What follows belongs to an exercise in optimizing a design on an open flow for small area; a production flow would make more cautious choices.
Only simulation tests tie the RTL to the original design; equivalence was not proved.
Power and IR drop assume default switching activity.

`flow/design.v`:
```
package ppc_pkg;
  localparam int INST_W  = 32;
  localparam int FETCH_W = 64;
  localparam logic [1:0] POP_NONE = 2'd0;
  localparam logic [1:0] POP_ONE  = 2'd1;
  localparam logic [1:0] POP_TWO  = 2'd2;
  function automatic logic [1:0] clampPop(input logic [1:0] req);
    clampPop = (req == 2'd3) ? POP_TWO : req;
  endfunction
endpackage
module iq_storage #(
  parameter int ROWS = 32,
  parameter int IW   = 32
) (
  input  logic            clk,
  input  logic [ROWS-1:0] wrSel,
  input  logic [ROWS-1:0] wrHold,
  input  logic [0:IW-1]   wrEven,
  input  logic [0:IW-1]   wrOdd,
  input  logic [ROWS-1:0] rdSelEven,
  input  logic [ROWS-1:0] rdSelOdd,
  output logic [0:IW-1]   rdEven,
  output logic [0:IW-1]   rdOdd
);
  logic [ROWS-1:0][0:IW-1] even;
  logic [ROWS-1:0][0:IW-1] odd;
  for (genvar i = 0; i < ROWS; i++) begin : g_row
    always_ff @(posedge clk) begin
      even[i] <= (wrEven & {IW{wrSel[i]}}) | (even[i] & {IW{wrHold[i]}});
      odd[i]  <= (wrOdd  & {IW{wrSel[i]}}) | (odd[i]  & {IW{wrHold[i]}});
    end
  end
  always_comb begin
    rdEven = '0;
    rdOdd  = '0;
    for (int i = 0; i < ROWS; i++) begin
      rdEven = rdEven | (even[i] & {IW{rdSelEven[i]}});
      rdOdd  = rdOdd  | (odd[i]  & {IW{rdSelOdd[i]}});
    end
  end
endmodule
module inst_fetch_queue
#(
  parameter int DEPTH = 64,
  parameter int IW    = ppc_pkg::INST_W,
  parameter int PW    = 6
) (
  input  logic            clk,
  input  logic            rst,
  input  logic            flush,
  input  logic            push_valid,
  input  logic [0:2*IW-1] push_data,
  output logic            push_ready,
  output logic            head0_valid,
  output logic [0:IW-1]   head0_inst,
  output logic            head1_valid,
  output logic [0:IW-1]   head1_inst,
  input  logic [0:1]      pop_count,
  output logic [0:PW]     count,
  output logic            overflow_err,
  output logic            pop_err
);
  localparam int ROWS = DEPTH / 2;
  localparam int RW   = PW - 1;
  logic [PW-1:0] head;
  logic [RW-1:0] tailRow;
  logic [PW:0]   occ;
  logic [1:0]    popReq;
  logic [1:0]    popEff;
  logic          pushAcc;
  logic          pushRefused;
  logic          popBad;
  logic          ge1, ge2;
  assign ge1         = (occ != '0);
  assign ge2         = (occ[PW:1] != '0);
  assign push_ready  = ~occ[PW] & ~(&occ[PW-1:0]);
  assign pushAcc     = push_valid & push_ready & ~flush;
  assign pushRefused = push_valid & ~push_ready & ~flush;
  assign popReq = ppc_pkg::clampPop(pop_count);
  assign popEff = ge2 ? popReq : {1'b0, ge1 & (popReq != 2'd0)};
  assign popBad = ~flush & ((pop_count == 2'd3) | (~ge2 & (pop_count > 2'(occ[0]))));
  always_ff @(posedge clk or posedge rst) begin
    if (rst) begin
      head         <= '0;
      tailRow      <= '0;
      occ          <= '0;
      overflow_err <= 1'b0;
      pop_err      <= 1'b0;
    end else begin
      if (flush) begin
        head     <= '0;
        tailRow  <= '0;
        occ      <= '0;
      end else begin
        head <= head + PW'(popEff);
        if (pushAcc) begin
          tailRow  <= tailRow + RW'(1);
        end
        occ <= occ - (PW+1)'(popEff) + (pushAcc ? (PW+1)'(2) : '0);
      end
      if (pushRefused) overflow_err <= 1'b1;
      if (popBad)      pop_err      <= 1'b1;
    end
  end
  logic [ROWS-1:0] wrSel, wrHold;
  always_comb begin
    for (int i = 0; i < ROWS; i++) wrSel[i] = pushAcc & (tailRow == RW'(i));
  end
  assign wrHold = ~wrSel;
  logic [RW-1:0]   rowOdd, rowEven;
  logic            useEven, useOdd;
  logic [ROWS-1:0] rdSelEven, rdSelOdd;
  logic [0:IW-1]   rdEven, rdOdd;
  assign rowOdd  = head[PW-1:1];
  assign rowEven = head[PW-1:1] + RW'(head[0]);
  assign useEven = head[0] ? ge2 : ge1;
  assign useOdd  = head[0] ? ge1 : ge2;
  always_comb begin
    for (int i = 0; i < ROWS; i++) begin
      rdSelEven[i] = useEven & (rowEven == RW'(i));
      rdSelOdd[i]  = useOdd  & (rowOdd  == RW'(i));
    end
  end
  iq_storage #(
    .ROWS (ROWS),
    .IW   (IW)
  ) storage (
    .clk       (clk),
    .wrSel     (wrSel),
    .wrHold    (wrHold),
    .wrEven    (push_data[0:IW-1]),
    .wrOdd     (push_data[IW:2*IW-1]),
    .rdSelEven (rdSelEven),
    .rdSelOdd  (rdSelOdd),
    .rdEven    (rdEven),
    .rdOdd     (rdOdd)
  );
  assign count       = occ;
  assign head0_valid = ge1;
  assign head1_valid = ge2;
  assign head0_inst  = head[0] ? rdOdd  : rdEven;
  assign head1_inst  = head[0] ? rdEven : rdOdd;
endmodule
```
`flow/run.sh`:
```
#!/bin/bash
# synth_recipe.tcl (not shown) runs the flow's synth.tcl, then flattens the netlist and writes it again
# the make line also repeats each setting of config.mk as NAME=value (left out here)
make -C /OpenROAD-flow-scripts/flow DESIGN_CONFIG=/design/flow/config.mk WORK_HOME=/design/flow/orfs CLKGATE_MAP_FILE= SYNTH_SCRIPT=/design/flow/synth_recipe.tcl finish
```
`flow/config.mk`:
```
export PLATFORM = sky130hd
export DESIGN_NAME = inst_fetch_queue
export DESIGN_NICKNAME = inst_fetch_queue
export VERILOG_FILES = /design/flow/design.v
export SDC_FILE = /design/flow/constraint.sdc
export NUM_CORES = 4
export LEC_CHECK = 0
export CAP_MARGIN = 20
export CORE_MARGIN = 2
export CORE_UTILIZATION = 40
export SLEW_MARGIN = 20
export SYNTH_HIERARCHICAL = 1
```
`flow/constraint.sdc`:
```
create_clock -name core_clock -period 5.5 [get_ports {clk}]
set_input_delay 1.1000 -clock core_clock [delete_from_list [all_inputs] [get_ports {clk}]]
set_output_delay 1.1000 -clock core_clock [all_outputs]
set_load 0.01 [all_outputs]
```
==> results of run 1 <==
worst paths after layout:
path,to,startpoint,cells after the start
worst min-delay path,storage.odd[1000]$_DFF_P_,storage.odd[1000]$_DFF_P_,1
min in group asynchronous,pop_err$_DFFE_PP0P_,rst,2
worst max-delay path,head0_inst[9],head[0]$_DFF_PP0_,14
worst max register to register,storage.odd[611]$_DFF_P_,occ[2]$_DFF_PP0_,9
worst min register to register,storage.odd[1000]$_DFF_P_,storage.odd[1000]$_DFF_P_,1
max in group asynchronous,head[0]$_DFF_PP0_,rst,2
layout make-up:
class	count	area [µm²]
timing repair buffer	603	6290
clock buffer	291	5960
fill	16400	96800
clock inverter	77	995
multi-input combinational	3754	32400
antenna	9	22.5
sequential	2068	41500
inverter	32	135
tap	2495	3120
state kept, by name, summed over array words and instances, names as in the netlist:
signal	count
pop_err	1
overflow_err	1
tailRow	5
storage.even	1024
occ	7
storage.odd	1024
head	6
layer usage:
layer / GRT usage [%] / part of all wire [%] / wire length (µm)
met1: 40.9 / 38 / 123000
met2: 47.3 / 42 / 136000
met3: 10.1 / 13 / 42200
met4: 21.4 / 7.5 / 24500
met5: 0.252 / 0.051 / 166
synthesized netlist by cell type, types with 8 or more instances:
cell | n | area share, %
nand4_1 | 259 | 2.2
dfxtp_1 | 2048 | 55
buf_2 | 53 | 0.35
a22o_1 | 2048 | 24
a21oi_1 | 8 | 0.053
a22oi_1 | 1025 | 10
dfrtp_1 | 20 | 0.67
and3_1 | 9 | 0.075
clkbuf_1 | 564 | 2.8
nor2_1 | 70 | 0.35
inv_1 | 32 | 0.16
buf_6 | 25 | 0.37
buf_1 | 218 | 1.1
or4_1 | 65 | 0.65
nor3_1 | 32 | 0.21
nand2b_1 | 8 | 0.067
nor2b_1 | 8 | 0.067
nand2_1 | 38 | 0.19
nand3_1 | 22 | 0.15
mux2_2 | 64 | 0.96
ha_1 | 23 | 0.38
metrics by stage:
stage                     TNS (ns)  hold WS [ns]  worst slack [ns]  instances  power [W]
after floorplan                  0         0.440              1.35       6691     0.0212
after global placement       -2.44         0.453            -0.149       8763     0.0257
after detailed placement   -0.0108         0.454           -0.0108       8766     0.0258
after CTS                    -3.75         0.473            -0.153       9271     0.0411
after global routing         -3.82         0.482            -0.163       9322     0.0428
final                       -0.754         0.473            -0.104       9329     0.0418
logic make-up after synthesis:
kind of cell             Yosys count  synth area share (%)
AND/OR/NAND/NOR                  533                  4.13
buffers and inverters            892                  4.79
XOR/XNOR                          10                 0.116
adder cells (fa/ha/maj)           26                 0.463
AO/OA/AOI/OAI                   3098                  34.3
multiplexers                      64                 0.959
flip-flops                      2068                  55.2
report_power, final:
part           switching (W)  internal [W]
clock                0.00612       0.00846
combinational        0.00569       0.00439
sequential          0.000826        0.0164
total                 0.0126        0.0292
timing repair:
action	4_1_cts	5_1_grt
cloned	43	2
setup endpoints to repair	64	64
buffers inserted	98	54
pin swaps	143	126
resized for setup	447	212
==> flow_summary.yaml, run 1 <==
floorplanning:
  core_region_area_um2: 187000
  die-area_um2: 191000
  placementRows: 159
  fp.dieW_um: 438
  initial_core_util_pct: 40.2
  io_pins: 146
  die_y_um: 438
global_route:
  grt_pass1_vias: 61800
  grt_overflow: 0
  grtUsageTotal_pct: 32.4
  grt_max_degree: 65
  grt_antenna_before_repair: 16
  grt_pass1_wl_um: 457000
detailed_routing:
  dr_total_vias: 65100
  dr.pass1.iters: 6
  drt_iter0_drc: 9441
  drc_errors: 0
  wl_per_cell_um: 34.9
  routed_wl_um: 325000
  antenna_left: 0
  viasPerCell: 6.98
synthesis:
  netlist-cell-type-count: 46
  synth.avg_cell_area_um2: 11.2
  ys_warn_count: 8
  synthFlopType: "dfxtp_1"
  netlist_area_um2: 75200
  ys_ff_latch: 2068
  synth_edf_count: 0
  synth_nets: 6787
  postSynthCellCount: 6691
  yosysSeqAreaShare_pct: 55.2
  synthArstFlopShare_pct: 0.967
worst_setup_path:
  path_common_cell: "buf_6"
  cp_data_required_time_ns: 4.40
  setup.worst_path.start_class: "register"
  slowest_delay_ns: 0.71
  crit_family: "simple AND/OR/NAND/NOR gates"
  path_cells: "ha_4 -> ha_4 -> and2_4 -> a21oi_4 -> a2bb2oi_4 -> buf_6 -> buf_6 -> nor3_4 -> buf_12 -> a22oi_2 -> nand4_1 -> or4_4 -> mux2_4 -> buf_6"
  critPathKind: "reg -> out"
  slowest_stage: "or4_4"
  crit_fanout: 8
  rrSetupSlack_ns: 1.62
  cp.arrival_ns: 4.50
  crit_path_end_kind: "output pin"
  crit_buf_inv: 4
timing:
  tightest_slew_ns: 1.26
  timing.final.crit_share_pct: 102
  min_period_ns: 5.60
  rsz0062_at_grt: "yes"
  relSlewSlack_pct: 15.7
  finalSetupViolations: 18
  fmax_mhz: 178
  setup_ws_ns: -0.104
  finClkSkew_ns: 0.0368
  report.final.slew_viol_count: 0
  finalHoldViolCount: 0
clock_network:
  cts_tree: "built"
  worst_skew_pair.late_latency_ns: 0.85
  cts_buffers: 199
  clock-sinks: 2068
  clockBufferDepth: 3
  path_clk_slew_ns: 0.07
  h-tree-depth: 4
  root_buffer: "clkbuf_16"
  hold_buffers: 0
place:
  io_buffers: 145
  place.gp.congestion: 0.899
  hpwl_um: 180000
  place_area_um2: 80000
flow_run:
  max_cap_viol_count: 0
power:
  p_leak_nw: 34.6
  powerDensity_nw_per_um2: 463
  vdd_drop_max_mv: 0.294
layout:
  final_cell_mix: "a22o_1 (2048), dfxtp_1 (2048), a22oi_1 (903), buf_4 (306), nand4_1 (259)"
  area_growth_pct: 20.3
  layout.nets: 6754
  final_util_pct: 48.3
  final_design_area_no_fill_um2: 90400
  layout-drive-gt1-share_pct: 19.0
status:
  status: "finished with violations"
  failed_checks: "setup timing"
min_path:
  min_path_type: "reg -> reg"
==> run 2: changes to the inputs <==
--- a/flow/config.mk
+++ b/flow/config.mk
@@ -7,6 +7,7 @@
 export LEC_CHECK = 0
 export CAP_MARGIN = 20
 export CORE_MARGIN = 2
-export CORE_UTILIZATION = 40
+export CORE_UTILIZATION = 55
+export CTS_BUF_LIST = sky130_fd_sc_hd__clkbuf_4 sky130_fd_sc_hd__clkbuf_8
 export SLEW_MARGIN = 20
 export SYNTH_HIERARCHICAL = 1
==> run 2 against run 1 <==
  * Global-route usage rose by 15 points
  * Sequential cell count did not move
  * Design area rose by 2.3%
  * Still fails the layout checks on setup timing
  * Total power rose by 2.6%
  * Utilization rose by 20 points
  * Maximum frequency fell by 3.5%
  * Sequential share of layout area fell by 1.0 points
  * Register-to-register slack got worse by 0.52 ns
  * Largest power group unchanged
  * Synthesized cell count did not move
==> flow_summary.yaml, run 2 <==
timing:
  min_period_ns: 5.81
  rsz0062_at_grt: "yes"
  relSlewSlack_pct: 14.3
  finalSetupViolations: 64
  finClkSkew_ns: 0.0429
  finalHoldViolCount: 0
  fmax_mhz: 172
  report.final.slew_viol_count: 0
  tightest_slew_ns: 1.29
  setup_ws_ns: -0.307
  timing.final.crit_share_pct: 106
worst_setup_path:
  crit_fanout: 7
  critPathKind: "reg -> out"
  cp_data_required_time_ns: 4.40
  setup.worst_path.start_class: "register"
  slowest_stage: "nor3_4"
  crit_path_end_kind: "output pin"
  slowest_delay_ns: 0.77
  cp.arrival_ns: 4.71
  path_cells: "inv_2 -> ha_1 -> and4bb_4 -> buf_4 -> a22oi_2 -> buf_6 -> nand2b_4 -> buf_12 -> nor3_4 -> buf_4 -> buf_6 -> a22oi_1 -> nand4_1 -> or4_4 -> mux2_4 -> buf_6"
  path_common_cell: "buf_6"
floorplanning:
  initial_core_util_pct: 55.4
  fp.dieW_um: 374
  io_pins: 146
  die_y_um: 374
  placementRows: 135
  core_region_area_um2: 136000
  die-area_um2: 140000
synthesis:
  ys_ff_latch: 2068
  synthArstFlopShare_pct: 0.967
  synth_area_leaders: "dfxtp_1 (55%), a22o_1 (24%), a22oi_1 (10%)"
  synth.avg_cell_area_um2: 11.2
  yosysTopAreaCellShare_pct: 54.5
  ys_warn_count: 8
  netlist-cell-type-count: 46
  yosysSeqAreaShare_pct: 55.2
  yosys-top-cells-count: "a22o_1 (2048), dfxtp_1 (2048), a22oi_1 (1025), clkbuf_1 (564), nand4_1 (259)"
  synth_edf_count: 0
  netlist_area_um2: 75200
  yosysTopAreaCell: "dfxtp_1"
  postSynthCellCount: 6691
  synth_nets: 6787
  synthFlopType: "dfxtp_1"
clock_network:
  cts_tree: "built"
  clockBufferDepth: 4
  hold_buffers: 0
  clock-sinks: 2068
  cts_buffers: 342
  h-tree-depth: 5
  path_clk_slew_ns: 0.06
  root_buffer: "clkbuf_8"
  worst_skew_pair.late_latency_ns: 1.06
detailed_routing:
  routed_wl_um: 348000
  dr_total_vias: 68500
  viasPerCell: 7.63
  drt_iter0_drc: 11300
  antenna_left: 0
  wl_per_cell_um: 38.7
  dr.pass1.iters: 8
  drc_errors: 0
layout:
  final_cell_mix: "a22o_1 (2048), dfxtp_1 (2048), a22oi_1 (787), clkbuf_8 (426), buf_4 (347)"
  layout-drive-gt1-share_pct: 25.5
  final_util_pct: 68.2
  area_growth_pct: 23.0
  finalNonFillerCells: 8989
  top_regs: "storage.even (1024), storage.odd (1024), occ (7)"
  layout.nets: 7054
power:
  total_power_w: 0.0429
  p_sw_w: 0.0135
  powerDensity_nw_per_um2: 464
  p_comb_share_pct: 26.9
  clockPowerShare_pct: 33.0
  p_int_w: 0.0295
  power_frac_seq_pct: 40.1
  sw_frac_of_total_pct: 31.4
  p_leak_nw: 36.1
  vdd_drop_max_mv: 0.601
place:
  place.gp.congestion: 0.908
  post-place-ws_ns: -0.0328
  hpwl_um: 177000
  dpl.cell_count: 8048
  io_buffers: 145
global_route:
  grt_pass1_wl_um: 485000
  grt_pass1_vias: 64100
  grt_antenna_before_repair: 31
  grt_overflow: 0
  grtUsageTotal_pct: 47.6
  grt_max_degree: 65
flow_run:
  max_cap_viol_count: 0
min_path:
  min_path_type: "reg -> reg"
status:
  status: "finished with violations"
  failed_checks: "setup timing"
run 2: cell counts after synthesis:
Identical to the previous run, type by type.
run 2: critical path: cells and delay by family (launching register included):
family / cells / cell delay [ns]
compound gates: 2 / 0.33
flops: 1 / 0.35
mux: 1 / 0.16
simple gates: 5 / 1.49
buf+inv: 7 / 1.13
fa+ha+maj: 1 / 0.19
run 2: final timing paths:
path,end,from,slack [ns],depth (start not counted)
max,head1_inst[1],occ[5]$_DFF_PP0_,-0.31,16
min,storage.odd[895]$_DFF_P_,storage.odd[895]$_DFF_P_,0.47,1
max reg2reg,storage.odd[169]$_DFF_P_,occ[4]$_DFF_PP0_,1.10,9
min reg2reg,storage.odd[895]$_DFF_P_,storage.odd[895]$_DFF_P_,0.47,1
max in group asynchronous,head[0]$_DFF_PP0_,rst,4.24,2
min in group asynchronous,tailRow[1]$_DFFE_PP0P_,rst,0.58,2
run 2: per-stage QoR:
step | setup TNS (ns) | instance area [µm²] | hold WS [ns]
2_1_floorplan | 0 | 75200 | 0.440
3_5_place_dp | -0.0622 | 78900 | 0.453
4_1_cts | -9.25 | 90600 | 0.472
6_report | -10.21 | 92500 | 0.470
5_1_grt | -12.45 | 92500 | 0.480
3_3_place_gp | -0.0359 | 78900 | 0.453
run 2: repair_timing:
item                                    CTS  global route
endpoints found under the hold margin     0             0
resized for setup                       644           331
buffers inserted                        224            83
gates cloned                             55            13
endpoints found under the setup margin   64            64
pin swaps                               210           193
run 2: area by class of cell:
type	count	area, µm²
Fill cell	10000	43100
Timing Repair Buffer	748	8260
Clock inverter	50	414
Inverter	32	144
Antenna cell	17	42.5
Clock buffer	527	6620
Sequential cell	2068	41500
Tap cell	1781	2230
Multi-Input combinational cell	3766	33300
run 2: kinds of logic (layout without fill, tap and decap cells):
logic type / count (synthesis) / count (layout) / share of synthesized area (%)
buffers and inverters: 892 / 1357 / 4.79
and+or+nand+nor: 533 / 568 / 4.13
xor gates and xnor gates: 10 / 10 / 0.116
adders and majority gates: 26 / 26 / 0.463
AOI/OAI and AO/OA: 3098 / 3098 / 34.3
muxes: 64 / 64 / 0.959
DFF: 2068 / 2068 / 55.2
other: 0 / 17 / 0
run 2: power groups by stage:
stage	clock network, W	registers (W)	logic [W]
2_1_floorplan	0	0.0172	0.00399
3_3_place_gp	0	0.0174	0.00804
3_5_place_dp	0	0.0174	0.00809
4_1_cts	0.0141	0.0171	0.0104
5_1_grt	0.0148	0.0173	0.0117
6_report	0.0142	0.0172	0.0116
run 2: layer usage:
layer	GRT usage, %	wire length, µm	up-vias
met3	18.2	52100	1483
met5	1.17	491	-
met1	60.4	127000	33700
li1	-	-	27200
met2	65.5	139000	6124
met4	34.5	29700	34
==> run 3: changes to the inputs <==
--- a/flow/design.v
+++ b/flow/design.v
@@ -62,15 +62,21 @@
 );
   localparam int ROWS = DEPTH / 2;
   localparam int RW   = PW - 1;
-  logic [PW-1:0] head;
-  logic [RW-1:0] tailRow;
-  logic [PW:0]   occ;
-  logic [1:0]    popReq;
-  logic [1:0]    popEff;
-  logic          pushAcc;
-  logic          pushRefused;
-  logic          popBad;
-  logic          ge1, ge2;
+  logic            headPar;
+  logic [ROWS-1:0] headRowOh;
+  logic [RW-1:0]   tailRow;
+  logic [PW:0]     occ;
+  logic            rdOddEn, rdEvenEnSame, rdEvenEnNext;
+  logic [1:0]      popReq;
+  logic [1:0]      popEff;
+  logic            pushAcc;
+  logic            pushRefused;
+  logic            popBad;
+  logic            ge1, ge2;
+  logic            headRowStep;
+  logic            headParNext;
+  logic [PW:0]     occNext;
+  logic            ge1Next, ge2Next;
   assign ge1         = (occ != '0);
   assign ge2         = (occ[PW:1] != '0);
   assign push_ready  = ~occ[PW] & ~(&occ[PW-1:0]);
@@ -79,24 +85,39 @@
   assign popReq = ppc_pkg::clampPop(pop_count);
   assign popEff = ge2 ? popReq : {1'b0, ge1 & (popReq != 2'd0)};
   assign popBad = ~flush & ((pop_count == 2'd3) | (~ge2 & (pop_count > 2'(occ[0]))));
+  assign headRowStep = popEff[1] | (popEff[0] & headPar);
+  assign headParNext = headPar ^ popEff[0];
+  assign occNext     = occ - (PW+1)'(popEff) + (pushAcc ? (PW+1)'(2) : '0);
+  assign ge1Next     = (occNext != '0);
+  assign ge2Next     = (occNext[PW:1] != '0);
   always_ff @(posedge clk or posedge rst) begin
     if (rst) begin
-      head         <= '0;
+      headPar      <= 1'b0;
+      headRowOh    <= ROWS'(1);
       tailRow      <= '0;
       occ          <= '0;
+      rdOddEn      <= 1'b0;
+      rdEvenEnSame <= 1'b0;
+      rdEvenEnNext <= 1'b0;
       overflow_err <= 1'b0;
       pop_err      <= 1'b0;
     end else begin
       if (flush) begin
-        head     <= '0;
-        tailRow  <= '0;
-        occ      <= '0;
+        headPar      <= 1'b0;
+        headRowOh    <= ROWS'(1);
+        tailRow      <= '0;
+        occ          <= '0;
+        rdOddEn      <= 1'b0;
+        rdEvenEnSame <= 1'b0;
+        rdEvenEnNext <= 1'b0;
       end else begin
-        head <= head + PW'(popEff);
-        if (pushAcc) begin
-          tailRow  <= tailRow + RW'(1);
-        end
-        occ <= occ - (PW+1)'(popEff) + (pushAcc ? (PW+1)'(2) : '0);
+        headPar <= headParNext;
+        if (headRowStep) headRowOh <= {headRowOh[ROWS-2:0], headRowOh[ROWS-1]};
+        if (pushAcc)     tailRow   <= tailRow + RW'(1);
+        occ          <= occNext;
+        rdOddEn      <= headParNext ? ge1Next : ge2Next;
+        rdEvenEnSame <= ~headParNext & ge1Next;
+        rdEvenEnNext <= headParNext & ge2Next;
       end
       if (pushRefused) overflow_err <= 1'b1;
       if (popBad)      pop_err      <= 1'b1;
@@ -107,20 +128,11 @@
     for (int i = 0; i < ROWS; i++) wrSel[i] = pushAcc & (tailRow == RW'(i));
   end
   assign wrHold = ~wrSel;
-  logic [RW-1:0]   rowOdd, rowEven;
-  logic            useEven, useOdd;
   logic [ROWS-1:0] rdSelEven, rdSelOdd;
   logic [0:IW-1]   rdEven, rdOdd;
-  assign rowOdd  = head[PW-1:1];
-  assign rowEven = head[PW-1:1] + RW'(head[0]);
-  assign useEven = head[0] ? ge2 : ge1;
-  assign useOdd  = head[0] ? ge1 : ge2;
-  always_comb begin
-    for (int i = 0; i < ROWS; i++) begin
-      rdSelEven[i] = useEven & (rowEven == RW'(i));
-      rdSelOdd[i]  = useOdd  & (rowOdd  == RW'(i));
-    end
-  end
+  assign rdSelOdd  = headRowOh & {ROWS{rdOddEn}};
+  assign rdSelEven = (headRowOh & {ROWS{rdEvenEnSame}})
+                   | ({headRowOh[ROWS-2:0], headRowOh[ROWS-1]} & {ROWS{rdEvenEnNext}});
   iq_storage #(
     .ROWS (ROWS),
     .IW   (IW)
@@ -138,6 +150,6 @@
   assign count       = occ;
   assign head0_valid = ge1;
   assign head1_valid = ge2;
-  assign head0_inst  = head[0] ? rdOdd  : rdEven;
-  assign head1_inst  = head[0] ? rdEven : rdOdd;
+  assign head0_inst  = headPar ? rdOdd  : rdEven;
+  assign head1_inst  = headPar ? rdEven : rdOdd;
 endmodule
--- a/flow/config.mk
+++ b/flow/config.mk
@@ -7,7 +7,6 @@
 export LEC_CHECK = 0
 export CAP_MARGIN = 20
 export CORE_MARGIN = 2
-export CORE_UTILIZATION = 55
-export CTS_BUF_LIST = sky130_fd_sc_hd__clkbuf_4 sky130_fd_sc_hd__clkbuf_8
+export CORE_UTILIZATION = 40
 export SLEW_MARGIN = 20
 export SYNTH_HIERARCHICAL = 1
==> run 3 against run 2 <==
  * Critical path type unchanged
  * The layout still fails its checks (setup timing)
  * Sequential cell count rose by 30
  * Sequential power barely moved
  * Area after synthesis rose by 1.5%
  * Design area fell by 5.5%
  * Clock-buffer cell count fell by 210
  * Synthesized cell count rose by 1.2%
  * Clock skew rose by 0.0024 ns
  * Hold slack got worse by 0.0069 ns
  * Final cell count rose by 2.2%
==> flow_summary.yaml, run 3 <==
timing:
  rsz0062_at_grt: "no"
  tightest_slew_ns: 1.27
  finalSetupViolations: 1
  fmax_mhz: 181
  setup_ws_ns: -0.0124
  finalHoldViolCount: 0
  timing.final.crit_share_pct: 100
  report.final.slew_viol_count: 0
  min_period_ns: 5.51
  relSlewSlack_pct: 15.3
  finClkSkew_ns: 0.0453
floorplanning:
  die_y_um: 441
  die-area_um2: 194000
  initial_core_util_pct: 40.2
  io_pins: 146
  placementRows: 160
  fp.dieW_um: 441
  core_region_area_um2: 190000
synthesis:
  yosys-top-cells-count: "a22o_1 (2080), dfxtp_1 (2048), a22oi_1 (1024), clkbuf_1 (570), nand4_1 (261)"
  ys_ff_latch: 2098
  synthFlopType: "dfxtp_1"
  synth_nets: 6863
  ys_warn_count: 8
  netlist_area_um2: 76300
  synth_edf_count: 0
  synth.avg_cell_area_um2: 11.3
  yosysTopAreaCell: "dfxtp_1"
  netlist-cell-type-count: 45
  yosysTopAreaCellShare_pct: 53.7
  synth_area_leaders: "dfxtp_1 (54%), a22o_1 (24%), a22oi_1 (10%)"
  yosysSeqAreaShare_pct: 55.4
  postSynthCellCount: 6771
  synth.most_common_cell: "a22o_1"
  synthArstFlopShare_pct: 2.38
layout:
  top_regs: "storage.even (1024), storage.odd (1024), headRowOh (32)"
  area_growth_pct: 14.6
  final_cell_mix: "a22o_1 (2048), dfxtp_1 (2048), a22oi_1 (1024), nand4_1 (261), clkbuf_16 (213)"
  layout-drive-gt1-share_pct: 11.9
  finalNonFillerCells: 9185
  layout.nets: 6582
worst_setup_path:
  slowest_stage: "or4_4"
  slowest_delay_ns: 0.75
  crit_buf_inv: 2
  r2r_end: "rdOddEn$_DFF_PP0_"
  crit_path_end_kind: "output pin"
  regToRegStartpoint: "occ[4]$_DFF_PP0_"
  rr_worst_depth: 14
  cp.arrival_ns: 4.41
  crit_fanout: 19
  critPathKind: "reg -> out"
  cp_data_required_time_ns: 4.40
  rrSetupSlack_ns: 1.91
  setup.worst_path.start_class: "register"
  crit_family: "simple AND/OR/NAND/NOR gates"
  path_cells: "buf_12 -> a22o_2 -> a22oi_1 -> nand4_1 -> or4_4 -> mux2_2 -> clkdlybuf4s50_1"
detailed_routing:
  dr_total_vias: 64900
  dr.pass1.iters: 6
  drt_iter0_drc: 9785
  wl_per_cell_um: 35.2
  drc_errors: 0
  antenna_left: 0
  routed_wl_um: 323000
  viasPerCell: 7.07
min_path:
  holdCritStartpoint: "pop_err$_DFFE_PP0P_"
  worstHoldEndpoint: "pop_err$_DFFE_PP0P_"
  min_path_type: "reg -> reg"
  min_path_cells: 1
clock_network:
  cts_tree: "built"
  worst_skew_pair.late_latency_ns: 0.87
  path_clk_slew_ns: 0.06
  h-tree-depth: 4
  cts_buffers: 211
  clock-sinks: 2098
  clockBufferDepth: 3
  root_buffer: "clkbuf_16"
power:
  vdd_drop_max_mv: 0.349
  p_leak_nw: 33.6
  total_power_w: 0.0369
  powerDensity_nw_per_um2: 422
global_route:
  grt_max_degree: 65
  grt_pass1_wl_um: 450000
  grtUsageTotal_pct: 31.4
  grt_overflow: 0
  grt_pass1_vias: 60400
  grt_antenna_before_repair: 17
place:
  io_buffers: 145
  hpwl_um: 182000
  place.gp.congestion: 0.896
  dpl.cell_count: 8774
status:
  status: "finished with violations"
  failed_checks: "setup timing"
flow_run:
  max_cap_viol_count: 0
[run 3: routing by layer]
layer | up-vias | GRT usage, % | wire length (µm) | share of wire (%)
li1 | 26300 | - | - | -
met1 | 32700 | 41.6 | 126000 | 39
met2 | 4900 | 46.0 | 136000 | 42
met3 | 1061 | 8.32 | 40300 | 12
met4 | 10 | 18.2 | 20600 | 6.4
met5 | - | 0.0993 | 69 | 0.021
[run 3: where the power goes]
part           total, W  leakage, nW  switching (W)  internal, W
registers        0.0175         17.2       0.000880       0.0166
logic           0.00468         12.9        0.00254      0.00214
clock network    0.0147         3.51        0.00630      0.00840
[run 3: logic make-up (layout without fill, tap and decap cells)]
| logic type | after synthesis | count (layout) | share of synthesized area [%] |
|---|---|---|---|
| compound gates | 3152 | 3159 | 34.4 |
| flops | 2098 | 2098 | 55.4 |
| buf+inv | 890 | 772 | 4.71 |
| simple gates | 540 | 540 | 4.15 |
| mux | 64 | 64 | 0.945 |
| fa+ha+maj | 22 | 22 | 0.381 |
| xor+xnor | 5 | 5 | 0.0574 |
| other cells | 0 | 14 | 0 |
[run 3: repair_timing]
item	CTS	global route
gates resized for setup	48	14
gates cloned	0	7
pin swaps	0	10
buffers inserted	0	7
endpoints found under the setup margin	64	52
hold buffers	0	0
[run 3: how the worst max path moves through the flow]
stage	cells past startpoint	from	slack, ns	end
2_1_floorplan	11	flush	1.98	rdOddEn$_DFF_PP0_
5_1_grt	8	rdEvenEnNext$_DFF_PP0_	0.03	head1_inst[3]
6_report	7	rdEvenEnNext$_DFF_PP0_	-0.01	head1_inst[29]
4_1_cts	7	rdEvenEnSame$_DFF_PP0_	-0.09	head1_inst[6]
3_3_place_gp	7	rdEvenEnSame$_DFF_PP0_	0.59	head1_inst[6]
3_5_place_dp	7	rdEvenEnSame$_DFF_PP0_	0.58	head1_inst[6]
[run 3: cell type report]
| type | count | area [µm²] |
|---|---|---|
| multi-input combinational | 3790 | 31200 |
| antenna | 14 | 35.0 |
| inverter | 21 | 85.1 |
| clock inverter | 66 | 769 |
| tap | 2511 | 3140 |
| clock buffer | 317 | 6320 |
| fill | 17100 | 102000 |
| sequential | 2098 | 42300 |
| timing repair buffer | 368 | 3570 |
[run 3: worst register-to-register path: stages, from the launching register on]
cell	delay, ns
dfrtp_1	0.44
inv_1	0.12
ha_1	0.20
nand4bb_4	0.17
nand2_1	0.15
o21ai_0	0.11
nor2_1	0.17
ha_1	0.17
inv_1	0.04
ha_1	0.22
fa_1	0.45
xor2_1	0.23
nand2_1	0.09
nor3_1	0.30
a41oi_1	0.44
[run 3: metrics by stage]
stage	instance area, µm²	hold slack [ns]	setup WS (ns)	setup TNS, ns	util [%]
CTS	87100	0.472	-0.0850	-0.340	45.9
floorplan	76300	0.440	1.98	0	-
global placement	79900	0.451	0.587	0	42.1
detailed placement	79800	0.454	0.584	0	42.1
global route	87400	0.478	0.0265	0	46.0
finish	87400	0.463	-0.0124	-0.0124	46.0
==> run 4: changes to the inputs <==
--- a/flow/config.mk
+++ b/flow/config.mk
@@ -8,5 +8,8 @@
 export CAP_MARGIN = 20
 export CORE_MARGIN = 2
 export CORE_UTILIZATION = 40
+export CTS_CLUSTER_DIAMETER = 100
+export CTS_CLUSTER_SIZE = 30
+export SETUP_SLACK_MARGIN = 0.2
 export SLEW_MARGIN = 20
 export SYNTH_HIERARCHICAL = 1
==> run 4 against run 3 <==
  * Highest routed layer unchanged
  * Critical path depth up 2
  * Utilization down 2.3 points
  * Setup slack better by 0.095 ns
  * The run now finishes clean
  * Final cell count fell by 2.8%
  * Largest cell class unchanged
  * Clock-buffer cell count shrank 224
  * Sequential power barely moved
  * Total power shrank 18%
  * Sequential cell count is the same
  * Clock skew up 0.0062 ns
  * Combinational power rose by 4%
==> flow_summary.yaml, run 4 <==
floorplanning:
  die-area_um2: 194000
  die_y_um: 441
  io_pins: 146
  initial_core_util_pct: 40.2
  core_region_area_um2: 190000
  placementRows: 160
  fp.dieW_um: 441
global_route:
  grt_pass1_vias: 58700
  grt_pass1_wl_um: 445000
  grt_antenna_before_repair: 18
  grt_max_degree: 65
  grt_overflow: 0
  grtUsageTotal_pct: 31.0
worst_setup_path:
  path_cells: "clkbuf_8 -> buf_4 -> a22o_4 -> buf_4 -> a22oi_1 -> nand4_1 -> or4_4 -> mux2_2 -> clkdlybuf4s50_1"
  setup.worst_path.start: "rdEvenEnNext$_DFF_PP0_"
  cp_data_required_time_ns: 4.40
  setup.worst_path.start_class: "register"
  path_common_cell: "buf_4"
  crit_path_end_kind: "output pin"
  cp.arrival_ns: 4.32
  critPathKind: "reg -> out"
  slowest_stage: "or4_4"
  slowest_delay_ns: 0.66
  regToRegStartpoint: "occ[2]$_DFF_PP0_"
  crit_fanout: 10
synthesis:
  synth_xor_area_share_pct: 0.0574
  synthArstFlopShare_pct: 2.38
  synth.avg_cell_area_um2: 11.3
  synth_top_family_by_area: "compound AO/OA/AOI/OAI gates"
  yosysTopAreaCellShare_pct: 53.7
  synth-simple-area-share_pct: 4.15
  synth.most_common_cell: "a22o_1"
  netlist_area_um2: 76300
  synth_nets: 6863
  ys_warn_count: 8
  yosysSeqAreaShare_pct: 55.4
  ys_ff_latch: 2098
  synth_compound_area_share_pct: 34.4
  postSynthCellCount: 6771
  yosys-mux-area-fraction_pct: 0.945
  synth_area_leaders: "dfxtp_1 (54%), a22o_1 (24%), a22oi_1 (10%)"
  yosys-top-cells-count: "a22o_1 (2080), dfxtp_1 (2048), a22oi_1 (1024), clkbuf_1 (570), nand4_1 (261)"
  synthAdderAreaFrac_pct: 0.381
  yosysTopAreaCell: "dfxtp_1"
  synth_edf_count: 0
  synthFlopType: "dfxtp_1"
  netlist-cell-type-count: 45
clock_network:
  h-tree-depth: 3
  cts_buffers: 83
  path_clk_slew_ns: 0.12
  clock-sinks: 2098
  worst_skew_pair.late_latency_ns: 0.77
  hold_buffers: 0
  root_buffer: "clkbuf_16"
  clockBufferDepth: 3
  cts_tree: "built"
power:
  powerDensity_nw_per_um2: 365
  vdd_drop_max_mv: 0.241
  p_leak_nw: 31.4
timing:
  rsz0062_at_grt: "yes"
  relSlewSlack_pct: 14.8
  report.final.slew_viol_count: 0
  finClkSkew_ns: 0.0515
  tightest_slew_ns: 1.28
  timing.final.crit_share_pct: 98.5
  finalHoldViolCount: 0
  finalSetupViolations: 0
  min_period_ns: 5.42
  hold_ws_ns: 0.477
  fmax_mhz: 185
  fin_tns_setup_ns: 0
min_path:
  holdCritStartpoint: "pop_err$_DFFE_PP0P_"
  min_path_type: "reg -> reg"
layout:
  fillers: 17400
  layout.nets: 6474
  final_cell_mix: "a22o_1 (2048), dfxtp_1 (2048), a22oi_1 (1023), nand4_1 (261), buf_4 (189)"
  layout-drive-gt1-share_pct: 9.53
  top_regs: "storage.even (1024), storage.odd (1024), headRowOh (32)"
  area_growth_pct: 8.89
  final_util_pct: 43.8
  finalNonFillerCells: 8932
detailed_routing:
  wl_per_cell_um: 36.4
  antenna_left: 0
  dr_total_vias: 64200
  dr.pass1.iters: 9
  viasPerCell: 7.19
  drc_errors: 0
  drt_iter0_drc: 10100
  routed_wl_um: 325000
place:
  dpl.cell_count: 8774
  io_buffers: 145
  place.gp.congestion: 0.896
  hpwl_um: 182000
status:
  status: "no timing/DRC/antenna violations"
flow_run:
  max_cap_viol_count: 0
[run 4: cell types whose count changed in the layout (fill, tap and decap cells not counted), moves of 4 or more]
cell and delta:
a22o_4 +6, and2_2 -5, and2_4 +6, buf_4 +7, bufinv_16 -8, clkbuf_1 -36, clkbuf_16 -129, clkbuf_8 -58
clkinv_16 -4, clkinv_2 -37, or4_1 -30, or4_4 +30
[run 4: stage by stage]
stage | cell area (µm²) | setup WS, ns | power, W
global placement | 79900 | 0.587 | 0.0220
global route | 83000 | 0.119 | 0.0311
floorplan | 76300 | 1.98 | 0.0201
finish | 83100 | 0.0826 | 0.0303
detailed placement | 79800 | 0.584 | 0.0221
CTS | 82600 | 0.139 | 0.0300
[run 4: cells by family (layout without fill, tap and decap cells)]
family | count (synthesis) | in the layout
compound gates | 3152 | 3168
xor+xnor | 5 | 5
fa+ha+maj | 22 | 22
buf+inv | 890 | 511
flops | 2098 | 2098
mux | 64 | 64
other cells | 0 | 12
simple gates | 540 | 541
[run 4: metal layers]
metal	wire length, µm	up-vias	part of all wire, %	track usage [%]
li1	-	25900	-	-
met1	128000	32400	39	41.8
met2	136000	4822	42	46.0
met3	39300	1007	12	7.23
met4	21400	10	6.6	16.3
met5	97	-	0.030	0.199
[run 4: final timing paths]
| check | end | slack [ns] | depth (start not counted) |
|---|---|---|---|
| setup / recovery | head1_inst[28] | 0.08 | 9 |
| hold reg to reg | pop_err$_DFFE_PP0P_ | 0.48 | 1 |
| hold / removal | pop_err$_DFFE_PP0P_ | 0.48 | 1 |
| min in group asynchronous | overflow_err$_DFFE_PP0P_ | 0.83 | 3 |
| max in group asynchronous | rdEvenEnSame$_DFF_PP0_ | 4.00 | 3 |
| setup reg to reg | rdOddEn$_DFF_PP0_ | 1.88 | 10 |
[run 4: power by group]
part	internal [W]	switching [W]
logic	0.00222	0.00266
clock network	0.00299	0.00500
registers	0.0166	0.000867
total	0.0218	0.00852
[run 4: cell type report]
class,instances,area (µm²),area share [%]
flip-flops and latches,2098,42300,50.9
multi-input cells,3800,31500,37.9
repair buffers,378,3650,4.40
well taps,2511,3140,3.78
clock buffers,93,2150,2.58
clock inverters,19,264,0.318
inverters,21,85.1,0.102
diodes,12,30.0,0.0362
[run 4: repair_timing]
item / CTS / global route
resized for setup: 71 / 43
setup endpoints to repair: 64 / 50
buffers inserted: 4 / 13
pin swaps: 5 / 17
endpoints found under the hold margin: 0 / 0
cloned: 0 / 17
[run 4: critical path, delay by kind of cell, from the launching register on]
family	cells	cell delay [ns]
buffers and inverters	4	1.11
and+or+nand+nor	2	1.01
muxes	1	0.31
AOI/OAI and AO/OA	2	0.52
DFF	1	0.55

port drivers added, routing unchanged:
Ports are ideal in the flow. The routed layouts listed here were re-timed in OpenROAD.
Step 1 (the two cells are an assumption about what drives the block):
set clk [get_ports {clk}]
set_driving_cell -lib_cell sky130_fd_sc_hd__clkbuf_16 $clk
set_driving_cell -lib_cell sky130_fd_sc_hd__buf_2 [delete_from_list [all_inputs] $clk]
Step 2, shift: input delay + t, output delay - t, t = (earliest + latest rising clock arrival at the registers) / 2. This alone moves slack from input paths to output paths.
a / b / c = ideal ports / drivers / drivers and shift; a / b = the first two.
run	shift t [ns]	setup slack, ns	latest minus earliest clock arrival (ns)
run 1	0.926	-0.104 / -0.194 / 0.672	0.039 / 0.039
run 2	1.111	-0.307 / -0.393 / 0.717	0.067 / 0.067
run 3	0.928	-0.012 / -0.097 / 0.831	0.053 / 0.053
run 4	0.836	0.083 / -0.002 / 0.834	0.064 / 0.064
